This is an optimization exercise on Yosys and OpenROAD, whose aim is a short achievable clock period and few clock cycles per item, not a production implementation.
In this exercise RTL edits were held to simulation tests only and were not proved equivalent to the original.
Power and IR drop assume default switching activity.

[flow/config.mk]
export PLATFORM = sky130hd
export DESIGN_NAME = systolic_top
export DESIGN_NICKNAME = systolic_top
export VERILOG_FILES = /design/flow/design.v
export SDC_FILE = /design/flow/constraint.sdc
export NUM_CORES = 4
export LEC_CHECK = 0
export CAP_MARGIN = 20
export CORE_MARGIN = 2
export CORE_UTILIZATION = 55
export SETUP_SLACK_MARGIN = 2.7
export SLEW_MARGIN = 20
[flow/constraint.sdc]
create_clock -name core_clock -period 5.0 [get_ports {clk}]
set_input_delay 1.0000 -clock core_clock [delete_from_list [all_inputs] [get_ports {clk}]]
set_output_delay 1.0000 -clock core_clock [all_outputs]
set_load 0.01 [all_outputs]
[flow/design.v]
`default_nettype none
package systolic_pkg;
	localparam int ELEM_W = 8;  
	localparam int DIM = 8;  
	localparam int WORD_W = DIM * ELEM_W;
	localparam int IDX_W = 8;
	localparam int K_W = 4;
	localparam int ROW_W = $clog2(DIM);  
	localparam int PROD_W = 21;  
	localparam int ACC_W = 8;  
	typedef logic [ELEM_W-1:0] elem_t;
	typedef logic [WORD_W-1:0] word_t;
	typedef logic [IDX_W-1:0] idx_t;
endpackage
`default_nettype wire
`timescale 1ns/1ns
`default_nettype none
module pe_mul (
	input logic [7:0] a,
	input logic [7:0] b,
	output logic [20:0] v
);
	logic n1, n2, n3, n4, n5, n6, n7, n8, n9, n10, n11, n12, n13, n14, n15, n16, n17, n18, n19, n20, n21, n22, n23, n24, n25, n26, n27, n28, n29, n30;
	assign n1 = (a[0] & b[6]) ^ (a[1] & b[5]);
	assign n2 = (a[0] & b[6]) & (a[1] & b[5]);
	assign n3 = (a[0] & b[7]) ^ (a[1] & b[6]) ^ (a[2] & b[5]);
	assign n4 = ((a[0] & b[7]) & (a[1] & b[6])) | ((a[0] & b[7]) & (a[2] & b[5])) | ((a[1] & b[6]) & (a[2] & b[5]));
	assign n5 = (a[3] & b[4]) ^ (a[4] & b[3]);
	assign n6 = (a[3] & b[4]) & (a[4] & b[3]);
	assign n7 = (a[0] & b[4]) ^ (a[1] & b[3]);
	assign n8 = (a[0] & b[4]) & (a[1] & b[3]);
	assign n9 = (a[0] & b[5]) ^ (a[1] & b[4]) ^ (a[2] & b[3]);
	assign n10 = ((a[0] & b[5]) & (a[1] & b[4])) | ((a[0] & b[5]) & (a[2] & b[3])) | ((a[1] & b[4]) & (a[2] & b[3]));
	assign n11 = (a[3] & b[2]) ^ (a[4] & b[1]);
	assign n12 = (a[3] & b[2]) & (a[4] & b[1]);
	assign n13 = n1 ^ (a[2] & b[4]) ^ (a[3] & b[3]);
	assign n14 = (n1 & (a[2] & b[4])) | (n1 & (a[3] & b[3])) | ((a[2] & b[4]) & (a[3] & b[3]));
	assign n15 = (a[4] & b[2]) ^ (a[5] & b[1]) ^ (a[6] & b[0]);
	assign n16 = ((a[4] & b[2]) & (a[5] & b[1])) | ((a[4] & b[2]) & (a[6] & b[0])) | ((a[5] & b[1]) & (a[6] & b[0]));
	assign n17 = n3 ^ n5 ^ (a[5] & b[2]);
	assign n18 = (n3 & n5) | (n3 & (a[5] & b[2])) | (n5 & (a[5] & b[2]));
	assign n19 = (a[6] & b[1]) ^ (a[7] & b[0]) ^ n2;
	assign n20 = ((a[6] & b[1]) & (a[7] & b[0])) | ((a[6] & b[1]) & n2) | ((a[7] & b[0]) & n2);
	assign n21 = (a[0] & b[3]) ^ (a[1] & b[2]);
	assign n22 = (a[0] & b[3]) & (a[1] & b[2]);
	assign n23 = n7 ^ (a[2] & b[2]) ^ (a[3] & b[1]);
	assign n24 = (n7 & (a[2] & b[2])) | (n7 & (a[3] & b[1])) | ((a[2] & b[2]) & (a[3] & b[1]));
	assign n25 = n9 ^ n11 ^ (a[5] & b[0]);
	assign n26 = (n9 & n11) | (n9 & (a[5] & b[0])) | (n11 & (a[5] & b[0]));
	assign n27 = n13 ^ n15 ^ n10;
	assign n28 = (n13 & n15) | (n13 & n10) | (n15 & n10);
	assign n29 = n17 ^ n19 ^ n14;
	assign n30 = (n17 & n19) | (n17 & n14) | (n19 & n14);
	assign v[0] = (a[0] & b[0]);
	assign v[1] = (a[0] & b[1]);
	assign v[2] = (a[1] & b[0]);
	assign v[3] = (a[0] & b[2]);
	assign v[4] = (a[1] & b[1]);
	assign v[5] = (a[2] & b[0]);
	assign v[6] = n21;
	assign v[7] = (a[2] & b[1]);
	assign v[8] = (a[3] & b[0]);
	assign v[9] = n23;
	assign v[10] = (a[4] & b[0]);
	assign v[11] = n22;
	assign v[12] = n25;
	assign v[13] = n8;
	assign v[14] = n24;
	assign v[15] = n27;
	assign v[16] = n12;
	assign v[17] = n26;
	assign v[18] = n29;
	assign v[19] = n16;
	assign v[20] = n28;
endmodule
module pe_acc (
	input logic [20:0] v,
	input logic [7:0] acc,
	output logic [7:0] acc_n
);
	logic n1, n2, n3, n4, n5, n6, n7, n8, n9, n10, n11, n12, n13, n14, n15, n16, n17, n18, n19, n20, n21, n22, n23, n24, n25, n26;
	assign n1 = v[3] ^ v[4];
	assign n2 = v[3] & v[4];
	assign n3 = v[6] ^ v[7] ^ v[8];
	assign n4 = (v[6] & v[7]) | (v[6] & v[8]) | (v[7] & v[8]);
	assign n5 = v[9] ^ v[10] ^ v[11];
	assign n6 = (v[9] & v[10]) | (v[9] & v[11]) | (v[10] & v[11]);
	assign n7 = v[12] ^ v[13] ^ v[14];
	assign n8 = (v[12] & v[13]) | (v[12] & v[14]) | (v[13] & v[14]);
	assign n9 = v[15] ^ v[16] ^ v[17];
	assign n10 = (v[15] & v[16]) | (v[15] & v[17]) | (v[16] & v[17]);
	assign n11 = v[18] ^ v[19] ^ v[20];
	assign n12 = (v[18] & v[19]) | (v[18] & v[20]) | (v[19] & v[20]);
	assign n13 = v[1] ^ v[2];
	assign n14 = v[1] & v[2];
	assign n15 = n1 ^ v[5] ^ acc[2];
	assign n16 = (n1 & v[5]) | (n1 & acc[2]) | (v[5] & acc[2]);
	assign n17 = n3 ^ acc[3] ^ n2;
	assign n18 = (n3 & acc[3]) | (n3 & n2) | (acc[3] & n2);
	assign n19 = n5 ^ acc[4] ^ n4;
	assign n20 = (n5 & acc[4]) | (n5 & n4) | (acc[4] & n4);
	assign n21 = n7 ^ acc[5] ^ n6;
	assign n22 = (n7 & acc[5]) | (n7 & n6) | (acc[5] & n6);
	assign n23 = n9 ^ acc[6] ^ n8;
	assign n24 = (n9 & acc[6]) | (n9 & n8) | (acc[6] & n8);
	assign n25 = n11 ^ acc[7] ^ n10;
	assign n26 = (n11 & acc[7]) | (n11 & n10) | (acc[7] & n10);
	logic [1:0][7:0] x;
	assign x[0] = {n25, n23, n21, n19, n17, n15, n13, v[0]};
	assign x[1] = {n24, n22, n20, n18, n16, n14, acc[1], acc[0]};
	assign acc_n = x[0] + x[1];
endmodule
module pe_res (
	input logic [7:0] acc,
	output logic [7:0] sum
);
	logic [0:0][7:0] x;
	assign x[0] = {acc[7], acc[6], acc[5], acc[4], acc[3], acc[2], acc[1], acc[0]};
	assign sum = x[0];
endmodule
`default_nettype wire
`timescale 1ns/1ns
`default_nettype none
module skew_feeder (
	input wire clk,
	input wire rst,
	input logic feed_en_i,
	input systolic_pkg::word_t a_word_i,  
	input systolic_pkg::word_t b_word_i,
	output logic [systolic_pkg::DIM*systolic_pkg::DIM*systolic_pkg::PROD_W-1:0] prod_o  
);
	localparam int DIM = systolic_pkg::DIM;
	localparam int ELEM_W = systolic_pkg::ELEM_W;
	localparam int WORD_W = systolic_pkg::WORD_W;
	localparam int PROD_W = systolic_pkg::PROD_W;
	logic [DIM*DIM*PROD_W-1:0] prod_d;
	for (genvar r = 0; r < DIM; r++) begin : g_row
		for (genvar c = 0; c < DIM; c++) begin : g_col
			pe_mul mul_inst (
				.a(a_word_i[WORD_W-1-r*ELEM_W -: ELEM_W]),
				.b(b_word_i[WORD_W-1-c*ELEM_W -: ELEM_W]),
				.v(prod_d[(r*DIM+c)*PROD_W +: PROD_W])
			);
		end
	end
	always_ff @(posedge clk) begin
		prod_o <= feed_en_i ? prod_d : '0;
	end
endmodule
`default_nettype wire
`timescale 1ns/1ns
`default_nettype none
module pe_array (
	input wire clk,
	input wire rst,
	input logic [systolic_pkg::DIM*systolic_pkg::DIM*systolic_pkg::PROD_W-1:0] prod_i,
	input logic clear_i,
	output logic [systolic_pkg::DIM*systolic_pkg::WORD_W-1:0] sum_o  
);
	localparam int DIM = systolic_pkg::DIM;
	localparam int ELEM_W = systolic_pkg::ELEM_W;
	localparam int PROD_W = systolic_pkg::PROD_W;
	localparam int ACC_W = systolic_pkg::ACC_W;
	for (genvar e = 0; e < DIM*DIM; e++) begin : g_pe
		logic [ACC_W-1:0] acc_q;
		logic [ACC_W-1:0] acc_d;
		pe_acc acc_inst (
			.v(prod_i[e*PROD_W +: PROD_W]),
			.acc(acc_q),
			.acc_n(acc_d)
		);
		always_ff @(posedge clk) begin
			acc_q <= clear_i ? '0 : acc_d;
		end
		pe_res res_inst (
			.acc(acc_d),
			.sum(sum_o[e*ELEM_W +: ELEM_W])
		);
	end
endmodule
`default_nettype wire
`timescale 1ns/1ns
`default_nettype none
module array_sequencer #(
	parameter int MAX_K = 9
) (
	input wire clk,
	input wire rst,
	input logic start_i,
	input logic [systolic_pkg::K_W-1:0] k_i,
	input logic [systolic_pkg::DIM*systolic_pkg::WORD_W-1:0] sum_i,
	output logic feed_en_o,
	output logic clear_o,
	output systolic_pkg::idx_t rd_index_o,
	output logic out_we_o,
	output systolic_pkg::idx_t out_index_o,
	output systolic_pkg::word_t out_wdata_o,
	output logic done_o
);
	localparam int K_W = systolic_pkg::K_W;
	localparam int ROW_W = systolic_pkg::ROW_W;
	localparam int DIM = systolic_pkg::DIM;
	localparam int WORD_W = systolic_pkg::WORD_W;
	localparam int IDX_W = systolic_pkg::IDX_W;
	localparam logic [K_W-1:0] K_MAX = K_W'(MAX_K);
	logic busy_q;  
	logic feed_q;  
	logic [K_W-1:0] rd_q;  
	logic [K_W-1:0] klast_q;  
	logic [K_W-1:0] k_clamp;
	logic start;
	logic last1_q;  
	logic drain_q;  
	logic [ROW_W-1:0] row_q;  
	logic we_q;
	logic [ROW_W-1:0] idx_q;
	logic done_q;
	logic [DIM-1:1][WORD_W-1:0] bank_q;  
	logic [WORD_W-1:0] out_q;
	always_comb begin
		if (k_i > K_MAX) begin
			k_clamp = K_MAX;
		end else if (k_i == '0) begin
			k_clamp = K_W'(1);
		end else begin
			k_clamp = k_i;
		end
	end
	assign start = !busy_q && start_i;
	assign feed_en_o = start || feed_q;
	assign clear_o = !busy_q;  
	always_ff @(posedge clk or posedge rst) begin
		if (rst) begin
			busy_q <= 1'b0;
			feed_q <= 1'b0;
			rd_q <= '0;
			klast_q <= '0;
			last1_q <= 1'b0;
			drain_q <= 1'b0;
			row_q <= '0;
			we_q <= 1'b0;
			idx_q <= '0;
			done_q <= 1'b0;
		end else begin
			if (start) begin
				busy_q <= 1'b1;
				feed_q <= (k_clamp != K_W'(1));
				rd_q <= (k_clamp != K_W'(1)) ? K_W'(1) : '0;  
				klast_q <= k_clamp - K_W'(1);
				last1_q <= (k_clamp == K_W'(1));
				row_q <= '0;
			end else begin
				if (done_q) begin
					busy_q <= 1'b0;
				end
				last1_q <= feed_q && (rd_q == klast_q);
				if (feed_q) begin
					if (rd_q == klast_q) begin
						feed_q <= 1'b0;
						rd_q <= '0;
					end else begin
						rd_q <= rd_q + K_W'(1);
					end
				end
			end
			if (last1_q || drain_q) begin
				we_q <= 1'b1;
				idx_q <= row_q;
				row_q <= row_q + ROW_W'(1);
				drain_q <= (row_q != ROW_W'(DIM - 1));
				done_q <= (row_q == ROW_W'(DIM - 1));
			end else begin
				we_q <= 1'b0;
				done_q <= 1'b0;
			end
		end
	end
	always_ff @(posedge clk) begin
		if (last1_q) begin
			out_q <= sum_i[0 +: WORD_W];
			for (int r = 1; r < DIM; r++) begin
				bank_q[r] <= sum_i[r*WORD_W +: WORD_W];
			end
		end else if (drain_q) begin
			out_q <= bank_q[1];
			for (int r = 1; r < DIM - 1; r++) begin
				bank_q[r] <= bank_q[r+1];
			end
		end
	end
	assign rd_index_o = IDX_W'(rd_q);
	assign out_we_o = we_q;
	assign out_index_o = IDX_W'(idx_q);
	assign out_wdata_o = out_q;
	assign done_o = done_q;
endmodule
`default_nettype wire
`timescale 1ns/1ns
`default_nettype none
module systolic_top #(
	parameter int MAX_K = 9
) (
	input wire clk,
	input wire rst,
	input logic start_i,
	input logic [systolic_pkg::K_W-1:0] k_i,
	input systolic_pkg::word_t a_rdata_i,  
	input systolic_pkg::word_t b_rdata_i,  
	output systolic_pkg::idx_t rd_index_o,
	output logic out_we_o,
	output systolic_pkg::idx_t out_index_o,
	output systolic_pkg::word_t out_wdata_o,
	output logic done_o
);
	localparam int DIM = systolic_pkg::DIM;
	localparam int WORD_W = systolic_pkg::WORD_W;
	localparam int PROD_W = systolic_pkg::PROD_W;
	logic feed_en;
	logic clear;
	logic [DIM*DIM*PROD_W-1:0] prod;
	logic [DIM*WORD_W-1:0] sum;
	skew_feeder skew_feeder_inst (
		.clk(clk),
		.rst(rst),
		.feed_en_i(feed_en),
		.a_word_i(a_rdata_i),
		.b_word_i(b_rdata_i),
		.prod_o(prod)
	);
	pe_array pe_array_inst (
		.clk(clk),
		.rst(rst),
		.prod_i(prod),
		.clear_i(clear),
		.sum_o(sum)
	);
	array_sequencer #(
		.MAX_K(MAX_K)
	) array_sequencer_inst (
		.clk(clk),
		.rst(rst),
		.start_i(start_i),
		.k_i(k_i),
		.sum_i(sum),
		.feed_en_o(feed_en),
		.clear_o(clear),
		.rd_index_o(rd_index_o),
		.out_we_o(out_we_o),
		.out_index_o(out_index_o),
		.out_wdata_o(out_wdata_o),
		.done_o(done_o)
	);
endmodule
`default_nettype wire
[flow/run.sh]
#!/bin/bash
# synth_recipe.tcl (not shown) runs the flow's synth.tcl, then flattens the netlist and writes it again
# the make line also repeats each setting of config.mk as NAME=value (left out here)
make -C /OpenROAD-flow-scripts/flow DESIGN_CONFIG=/design/flow/config.mk WORK_HOME=/design/flow/orfs CLKGATE_MAP_FILE= SYNTH_SCRIPT=/design/flow/synth_recipe.tcl finish
==> results of run 1 <==
==> power groups by stage <==
stage	registers [mW]	logic (mW)	clock network (mW)
final	31.8	69.5	20.5
after global routing	32.4	75.3	21.5
after CTS	31.8	62.0	20.8
after detailed placement	32.0	47.4	0
after global placement	31.9	46.0	0
after floorplan	30.2	34.7	0
==> cells by family (layout without fill, tap and decap cells) <==
kind of cell,after synthesis,in the layout,share of synthesized area
AND/OR/NAND/NOR,4237,4238,0.173
flip-flops,2388,2388,0.397
adder cells (fa/ha/maj),1861,1861,0.232
buffers and inverters,1157,1777,0.0345
XOR/XNOR,1156,1156,0.0825
AO/OA/AOI/OAI,1002,1002,0.0485
multiplexers,388,388,0.0322
other,1,37,0.0000281
==> per-stage QoR <==
stage	TNS, ns	utilization	setup slack [ns]	hold WS [ns]	instances
floorplan	-1550.54	-	-3.43	0.460	12200
global placement	0	0.579	1.02	0.480	15100
detailed placement	0	0.579	1.04	0.483	15100
CTS	0	0.658	2.13	0.452	15900
global route	0	0.675	2.08	0.454	16000
finish	0	0.675	2.14	0.483	16000
==> timing repair <==
action	in CTS	in global routing
gates cloned	12	14
endpoints found under the setup margin	2383	844
pin swaps	922	432
resized for setup	1737	610
buffers inserted	300	107
==> sequential cells by signal, indices dropped and copies added (netlist names) <==
| register | count |
|---|---|
| array_sequencer_inst.bank_q | 448 |
| array_sequencer_inst.busy_q | 1 |
| array_sequencer_inst.done_q | 1 |
| array_sequencer_inst.drain_q | 1 |
| array_sequencer_inst.feed_q | 1 |
| array_sequencer_inst.idx_q | 3 |
| array_sequencer_inst.klast_q | 4 |
| array_sequencer_inst.last1_q | 1 |
| array_sequencer_inst.out_q | 64 |
| array_sequencer_inst.rd_q | 4 |
| array_sequencer_inst.row_q | 3 |
| array_sequencer_inst.we_q | 1 |
| pe_array_inst.g_pe.acc_q | 512 |
| skew_feeder_inst.prod_o | 1344 |
==> worst max-delay path, stage by stage (launching register included) <==
cell and delay [ns]:
dfxtp_2 0.34, fa_1 0.58, fa_1 0.48, ha_4 0.32, o211ai_1 0.12, o21ai_2 0.23, o31ai_4 0.09, xnor2_1 0.14
mux2_4 0.30
==> metal layers <==
metal / wire (um) / vias up
met5: 0 / -
met4: 13900 / 0
met3: 22900 / 728
met2: 181000 / 2810
met1: 174000 / 46300
li1: - / 40900
==> Yosys cell counts (48+ instances only) <==
cell / count / area (um2)
dfxtp_1: 1856 / 37200
and2_1: 1210 / 7570
nand2_1: 1076 / 4040
fa_1: 1024 / 20500
xnor2_1: 851 / 7450
ha_1: 837 / 10500
clkbuf_1: 673 / 2530
nor2b_1: 654 / 4090
and3_1: 614 / 3840
edfxtp_1: 512 / 15400
nor2_1: 347 / 1300
inv_1: 337 / 1260
mux2_2: 334 / 3760
a21oi_1: 264 / 1320
xor2_1: 241 / 2110
a21o_1: 192 / 1440
o21ai_0: 169 / 846
buf_2: 113 / 566
nor3_1: 96 / 480
a31oi_1: 92 / 576
xnor3_1: 64 / 1440
o211ai_1: 56 / 420
a211oi_1: 54 / 405
mux2i_1: 54 / 541
nand2b_1: 53 / 332
a211o_1: 48 / 420
==> placed cells by master (no fill, tap or decap), drive strengths merged, types with 349 or more instances in the layout <==
cell type	instances
and3	614
edfxtp	512
xnor2	851
nor2b	654
and2	1211
dfxtp	1856
ha	837
nor2	349
buf	832
nand2	1076
fa	1024
clkbuf	466
==> cell type report <==
cell class	instances	area, um2
diodes	28	70.1
clock buffers	426	8280
clock inverters	77	806
fillers	17800	78300
inverters	338	1320
multi-input cells	8654	85800
flip-flops and latches	2388	53200
well taps	3185	3990
repair buffers	936	9240
==> worst paths after layout <==
check	end	slack, ns	depth (start not counted)
setup / recovery	array_sequencer_inst.bank_q[215]	2.14	8
hold / removal	skew_feeder_inst.prod_o[213]	0.48	2
setup reg to reg	array_sequencer_inst.bank_q[215]	2.14	8
hold reg to reg	array_sequencer_inst.klast_q[3]	0.50	2
max in group asynchronous	array_sequencer_inst.last1_q	3.85	2
min in group asynchronous	array_sequencer_inst.done_q	0.56	2
==> run_results.csv, run 1 <==
group,metric,value,unit
status,outcome,"no timing/DRC/antenna violations",
synth,yosysSeqAreaShare,0.397,
grt,grt_pass1_vias,94700,
drt,drtPass1Iterations,5,
sta,clock_skew,0.0475,ns
power,swShare,0.380,
drt,vias,90700,
grt,grt_antenna_before_repair,43,
layout,fin_nets,14600,
power,finalPower,122,mW
floorplan,die_x,497,um
worst_setup_path,r2r-start,"skew_feeder_inst.prod_o[723]",
synth,synth_edf_count,512,
synth,syn_inst,12200,
floorplan,start_util,0.554,
sta,layout_min_cycle_time,2.86,ns
worst_setup_path,endpoint_kind,"flop",
power,peakVddDrop,562,uV
power,p_clk_frac,0.168,
synth,yosys_warnings,3,
cts,clk_path_buf_depth,4,
sta,tightestPinTransition,1.10,ns
floorplan,placementRows,180,
drt,wl,392000,um
floorplan,ios,217,
cts,cts_buffers,286,
grt,grt_use_total,0.309,
worst_hold_path,min_path_type,"in2reg",
cts,path_clk_slew,0.06,ns
synth,ys_ff_latch,2388,
cts,hold_buffers,0,
worst_hold_path,hp-start,"a_rdata_i[48]",
placement,place_hpwl,238000,um
placement,place_congestion,0.839,
cts,clock-sinks,2388,
synth,synth_flop_cell,"dfxtp_1",
synth,async_reset_ff_frac,0.00838,
sta,final-hold-violation-count,0,
floorplan,die_h,497,um
floorplan,core-area,241000,um2
power,switchingPower,46.2,mW
cts,cts_root_buf,"clkbuf_16",
grt,grt_use_met3,0.0386,
grt,grt_first_pass_wirelength,582000,um
power,p_leak,71.8,nW
worst_setup_path,crit_path_start,"skew_feeder_inst.prod_o[723]",
worst_setup_path,worstPathArrival,3.51,ns
worst_setup_path,startpoint_type,"flop",
drt,drc,0,
placement,io_buffers,207,
grt,grtUsageMet2,0.492,
grt,grt_max_degree,135,
power,power_density,749,nW/um2
power,pwr-share-seq,0.261,
cts,cts_max_level,5,
worst_setup_path,required,5.65,ns
grt,grt.busiest_layer,"met2",
sta,rsz0062_at_grt,"true",
cts,cts_tree,"done",
sta,fin_crit_sh,0.573,
synth,syn_avg_cell_area,10.9,um2
drt,drtAntennaViolNets,0,
power,p_comb_frac,0.571,
power,intPower,75.6,mW
sta,setup_viol,0,
grt,use_met1,0.439,
synth,ys_types,65,
drt,via_per_inst,5.66,
drt,drtIter0Drc,6220,
floorplan,die_area,247000,um2
sta,max_freq,0.349,GHz
worst_setup_path,crit_type,"reg2reg",
flow_run,max_cap_viol_count,0,
sta,maxSlewHeadroom,0.270,
drt,wire_per_inst,24.5,um
worst_setup_path,path_max_fanout,4,
cts,clk_latency,0.92,ns
layout,drive_gt1_frac,0.228,
placement,dpl_cell_area,140000,um2
grt,gr-total-overflow,0,
synth,synth.cell_area,133000,um2
sta,finalMaxSlewViolations,0,
layout,syn_to_final_growth,21.9,%
layout,final_area,163000,um2
Testbench counts, summed over its fixed seeds: cycles 16,942, items 1,200.
==> run 2: changes to the inputs <==
--- a/flow/design.v
+++ b/flow/design.v
@@ -145,4 +145,8 @@
 	end
-	always_ff @(posedge clk) begin
-		prod_o <= feed_en_i ? prod_d : '0;
+	always_ff @(posedge clk or posedge rst) begin
+		if (rst) begin
+			prod_o <= '0;
+		end else begin
+			prod_o <= feed_en_i ? prod_d : '0;
+		end
 	end
@@ -156,4 +160,4 @@
 	input logic [systolic_pkg::DIM*systolic_pkg::DIM*systolic_pkg::PROD_W-1:0] prod_i,
-	input logic clear_i,
-	output logic [systolic_pkg::DIM*systolic_pkg::WORD_W-1:0] sum_o  
+	input logic shift_i,
+	output systolic_pkg::word_t row0_o  
 );
@@ -162,19 +166,21 @@
 	localparam int PROD_W = systolic_pkg::PROD_W;
-	localparam int ACC_W = systolic_pkg::ACC_W;
+	logic [DIM*DIM*ELEM_W-1:0] acc_q;  
+	logic [DIM*DIM*ELEM_W-1:0] acc_d;
 	for (genvar e = 0; e < DIM*DIM; e++) begin : g_pe
-		logic [ACC_W-1:0] acc_q;
-		logic [ACC_W-1:0] acc_d;
 		pe_acc acc_inst (
 			.v(prod_i[e*PROD_W +: PROD_W]),
-			.acc(acc_q),
-			.acc_n(acc_d)
+			.acc(acc_q[e*ELEM_W +: ELEM_W]),
+			.acc_n(acc_d[e*ELEM_W +: ELEM_W])
 		);
-		always_ff @(posedge clk) begin
-			acc_q <= clear_i ? '0 : acc_d;
+	end
+	always_ff @(posedge clk or posedge rst) begin
+		if (rst) begin
+			acc_q <= '0;
+		end else if (shift_i) begin
+			acc_q <= {{(DIM*ELEM_W){1'b0}}, acc_q[DIM*DIM*ELEM_W-1:DIM*ELEM_W]};
+		end else begin
+			acc_q <= acc_d;
 		end
-		pe_res res_inst (
-			.acc(acc_d),
-			.sum(sum_o[e*ELEM_W +: ELEM_W])
-		);
 	end
+	assign row0_o = acc_q[0 +: DIM*ELEM_W];
 endmodule
@@ -190,5 +196,5 @@
 	input logic [systolic_pkg::K_W-1:0] k_i,
-	input logic [systolic_pkg::DIM*systolic_pkg::WORD_W-1:0] sum_i,
+	input systolic_pkg::word_t row0_i,
 	output logic feed_en_o,
-	output logic clear_o,
+	output logic shift_o,
 	output systolic_pkg::idx_t rd_index_o,
@@ -217,4 +223,2 @@
 	logic done_q;
-	logic [DIM-1:1][WORD_W-1:0] bank_q;  
-	logic [WORD_W-1:0] out_q;
 	always_comb begin
@@ -230,3 +234,3 @@
 	assign feed_en_o = start || feed_q;
-	assign clear_o = !busy_q;  
+	assign shift_o = we_q;
 	always_ff @(posedge clk or posedge rst) begin
@@ -277,15 +281,2 @@
 	end
-	always_ff @(posedge clk) begin
-		if (last1_q) begin
-			out_q <= sum_i[0 +: WORD_W];
-			for (int r = 1; r < DIM; r++) begin
-				bank_q[r] <= sum_i[r*WORD_W +: WORD_W];
-			end
-		end else if (drain_q) begin
-			out_q <= bank_q[1];
-			for (int r = 1; r < DIM - 1; r++) begin
-				bank_q[r] <= bank_q[r+1];
-			end
-		end
-	end
 	assign rd_index_o = IDX_W'(rd_q);
@@ -293,3 +284,3 @@
 	assign out_index_o = IDX_W'(idx_q);
-	assign out_wdata_o = out_q;
+	assign out_wdata_o = row0_i;
 	assign done_o = done_q;
@@ -318,5 +309,5 @@
 	logic feed_en;
-	logic clear;
+	logic shift;
 	logic [DIM*DIM*PROD_W-1:0] prod;
-	logic [DIM*WORD_W-1:0] sum;
+	systolic_pkg::word_t row0;
 	skew_feeder skew_feeder_inst (
@@ -333,4 +324,4 @@
 		.prod_i(prod),
-		.clear_i(clear),
-		.sum_o(sum)
+		.shift_i(shift),
+		.row0_o(row0)
 	);
@@ -343,5 +334,5 @@
 		.k_i(k_i),
-		.sum_i(sum),
+		.row0_i(row0),
 		.feed_en_o(feed_en),
-		.clear_o(clear),
+		.shift_o(shift),
 		.rd_index_o(rd_index_o),
==> run 2 against run 1 <==
Compared with the run above:
- core utilization down 1.6 points
- combinational power down 25%
- synthesized cell count down 8.2%
- largest power group unchanged
==> run_results.csv, run 2 <==
group,metric,value,unit
status,outcome,"no timing/DRC/antenna violations",
synth,syn_inst,11200,
synth,synthMuxAreaShare,0.0154,
grt,grt_max_degree,194,
drt,drtPass1Iterations,6,
drt,via_per_inst,5.85,
worst_setup_path,worstPathArrival,3.43,ns
worst_setup_path,startpoint_type,"flop",
layout,top_regs,"skew_feeder_inst.prod_o: 1344 flops, pe_array_inst.acc_q: 512 flops",
power,swShare,0.405,
power,pwr-share-seq,0.255,
placement,place_hpwl,244000,um
synth,post-synth-top-count-cell,"dfrtp_1",
power,p_comb_frac,0.565,
worst_hold_path,whs_endpoint,"skew_feeder_inst.prod_o[1050]",
synth,synth_top_family_by_area,"adder cells",
flow_run,max_cap_viol_count,0,
power,switchingPower,37.1,mW
cts,clk_latency,0.88,ns
layout,regMostFlops,"skew_feeder_inst.prod_o",
synth,synth_flop_cell,"dfrtp_1",
sta,final.setup.tns,0,ns
drt,drtIter0Drc,6750,
sta,final-hold-violation-count,0,
sta,setup_viol,0,
layout,stdcell_count,14600,
cts,cts_buffers,210,
cts,cts_tree,"done",
worst_setup_path,reg2reg_to,"pe_array_inst.acc_q[119]",
power,p_leak,70.6,nW
placement,io_buffers,207,
layout,final_area,147000,um2
grt,gr-total-overflow,0,
drt,vias,85600,
worst_hold_path,hp-start,"a_rdata_i[8]",
cts,clock-sinks,1876,
floorplan,die_x,477,um
layout,fin_nets,13400,
drt,wl,391000,um
sta,rsz0062_at_grt,"true",
synth,synth-xor-area-share,0.0848,
worst_setup_path,r2r-start,"skew_feeder_inst.prod_o[300]",
worst_setup_path,required,5.76,ns
synth,synth-simple-area-share,0.166,
layout,largest_reg_flops,1344,
power,intPower,54.6,mW
cts,cts_root_buf,"clkbuf_16",
synth,ys_types,60,
synth,synth_edf_count,0,
synth,yosysTopAreaCell,"dfrtp_1",
grt,grt_first_pass_wirelength,575000,um
worst_setup_path,reg2reg_slack,2.33,ns
synth,ys_top_cells_by_count,"dfrtp_1, nand2_1, fa_1",
power,peakVddDrop,403,uV
worst_setup_path,path_max_fanout,2,
cts,clk_path_buf_depth,3,
sta,fin_crit_sh,0.534,
layout,syn_to_final_growth,18.9,%
layout,drive_gt1_frac,0.199,
floorplan,core-area,223000,um2
sta,clock_skew,0.0268,ns
power,p_clk_frac,0.180,
sta,maxSlewHeadroom,0.173,
cts,path_clk_slew,0.06,ns
synth,synth.cell_area,123000,um2
grt,grt_pass1_vias,90600,
worst_setup_path,r2r_cells,8,
worst_setup_path,crit_type,"reg2reg",
worst_setup_path,slowest_stage,"fa_1",
drt,drc,0,
power,power_density,625,nW/um2
power,finalPower,91.6,mW
floorplan,die_h,477,um
synth,yosys_warnings,3,
synth,synth_compound_area_frac,0.0560,
synth,synthAdderAreaFrac,0.251,
placement,place_congestion,0.878,
worst_setup_path,critical-path-max-stage-delay,0.54,ns
sta,max_freq,0.374,GHz
floorplan,ios,217,
drt,drtAntennaViolNets,0,
grt,grt_use_total,0.336,
cts,hold_buffers,0,
synth,ys_ff_latch,1876,
synth,syn_avg_cell_area,11.0,um2
layout,final_common_cell,"dfrtp_1",
layout,final_cell_mix,"dfrtp_1, nand2_1, fa_1",
placement,dp_cells,13900,
worst_setup_path,endpoint_kind,"flop",
synth,yosysTopAreaCellShare,0.381,
floorplan,die_area,228000,um2
sta,tightestPinTransition,1.24,ns
cts,cts_max_level,4,
placement,dpl_cell_area,128000,um2
worst_hold_path,hold_depth,2,
synth,yosysSeqAreaShare,0.381,
synth,async_reset_ff_frac,1.00,
sta,layout_min_cycle_time,2.67,ns
floorplan,start_util,0.554,
worst_hold_path,min_path_type,"in2reg",
sta,finalMaxSlewViolations,0,
floorplan,placementRows,173,
worst_setup_path,crit_path_cell_trace,"fa_1 > fa_1 > ha_4 > o21ai_4 > o21ai_4 > a31oi_4 > xnor2_1 > mux2_4",
drt,wire_per_inst,26.7,um
synth,synthTopCellsByArea,"dfrtp_1, fa_1, ha_1, xnor2_1, and2_1",
grt,grt_antenna_before_repair,87,
## run 2: cell count changes after synthesis, moves of 179 or more
cell,previous run,this run
edfxtp_1,512,0
dfrtp_1,20,1876
and2_1,1210,953
dfxtp_1,1856,0
nor2b_1,654,475
clkbuf_1,673,450
## run 2: kinds of logic (layout without fill, tap and decap cells)
kind of cell,after synthesis,in the layout
muxes,170,170
adders and majority gates,1861,1861
and+or+nand+nor,3913,3913
DFF,1876,1876
AOI/OAI and AO/OA,1100,1100
buffers and inverters,1188,1612
other,1,46
xor gates and xnor gates,1084,1084
## run 2: worst max path at each step
stage                                 startpoint                            end  slack [ns]  cells after the start
floorplan                                    rst    array_sequencer_inst.busy_q      -22.03                      1
global placement                   b_rdata_i[30]  skew_feeder_inst.prod_o[1278]        1.10                     10
detailed placement                 b_rdata_i[53]   skew_feeder_inst.prod_o[375]        1.00                     11
CTS                 skew_feeder_inst.prod_o[302]       pe_array_inst.acc_q[119]        2.34                      8
global route        skew_feeder_inst.prod_o[300]       pe_array_inst.acc_q[118]        2.26                      8
finish              skew_feeder_inst.prod_o[300]       pe_array_inst.acc_q[119]        2.33                      8
## run 2: what timing repair did
item                                     CTS  global route
gates resized for setup                 1650           545
cloned                                    11            12
buffers inserted                         173            93
pin swaps                                936           546
endpoints found under the hold margin      0             0
endpoints found under the setup margin  1358           829
## run 2: worst max-delay path, delay by kind of cell, from the launching register on
kind,cells,cell delay (ns)
fa+ha+maj,3,1.36
flops,1,0.39
compound gates,3,0.39
mux,1,0.26
xor+xnor,1,0.15
## run 2: routing by layer
metal | global-route usage | routed length [um] | vias up
li1 | - | - | 36900
met1 | 0.447 | 158000 | 45000
met2 | 0.545 | 187000 | 2831
met3 | 0.0702 | 29300 | 836
met4 | 0.126 | 16500 | 68
met5 | 0 | 450 | -
## run 2: area by class of cell
type                            instances  area [um2]
Timing Repair Buffer                  819        8230
Inverter                              401        1530
Clock inverter                         67         913
Clock buffer                          325        6400
Antenna cell                           37        92.6
Multi-Input combinational cell       8137       78700
Tap cell                             2975        3720
Sequential cell                      1876       47000
Fill cell                           17200       75900
## run 2: power by group through the flow
stage / combinational (mW) / clock (mW) / sequential [mW]
final: 51.8 / 16.5 / 23.3
after global routing: 56.3 / 17.3 / 23.7
after CTS: 46.6 / 16.7 / 23.3
after detailed placement: 36.3 / 0 / 23.6
after global placement: 35.5 / 0 / 23.6
after floorplan: 28.8 / 0 / 22.1
## run 2: per-stage QoR
step / utilization / hold slack [ns] / setup slack [ns]
after floorplan: - / 0.460 / -22.03
after global placement: 0.574 / 0.481 / 1.10
after detailed placement: 0.574 / 0.484 / 1.00
after CTS: 0.642 / 0.441 / 2.34
after global routing: 0.659 / 0.457 / 2.26
final: 0.659 / 0.486 / 2.33
Testbench counts of run 2, summed over its fixed seeds: cycles 16,942, items 1,200.

[port drivers added, routing unchanged]
No port has a modelled driver above. Below, the same layouts with a new extraction and two added sets of constraints. Step 1, drivers: a clkbuf_16 drives clk and a buf_2 each remaining input, both assumed. Step 2 moves the port delays by t, midway between the first and last clock arrival at a register: inputs arrive t later, outputs are due t later. That takes back most of the time a late clock gives input paths. Three values: no drivers, after step 1, after step 2; two values: the first two.
run	t, ns	setup WS [ns]	worst setup path after step 2	latest minus earliest clock arrival (ns)	cell pins on the clock port's net
run 1	0.998	2.137 / 2.137 / 1.669	input to register	0.066 / 0.066	1
run 2	0.966	2.329 / 2.306 / 1.544	input to register	0.031 / 0.030	1
After both steps setup and hold are still met in every run listed. The setup slack of run 2, which loses most, moves by -0.023 ns with the drivers and by -0.785 ns with both steps.
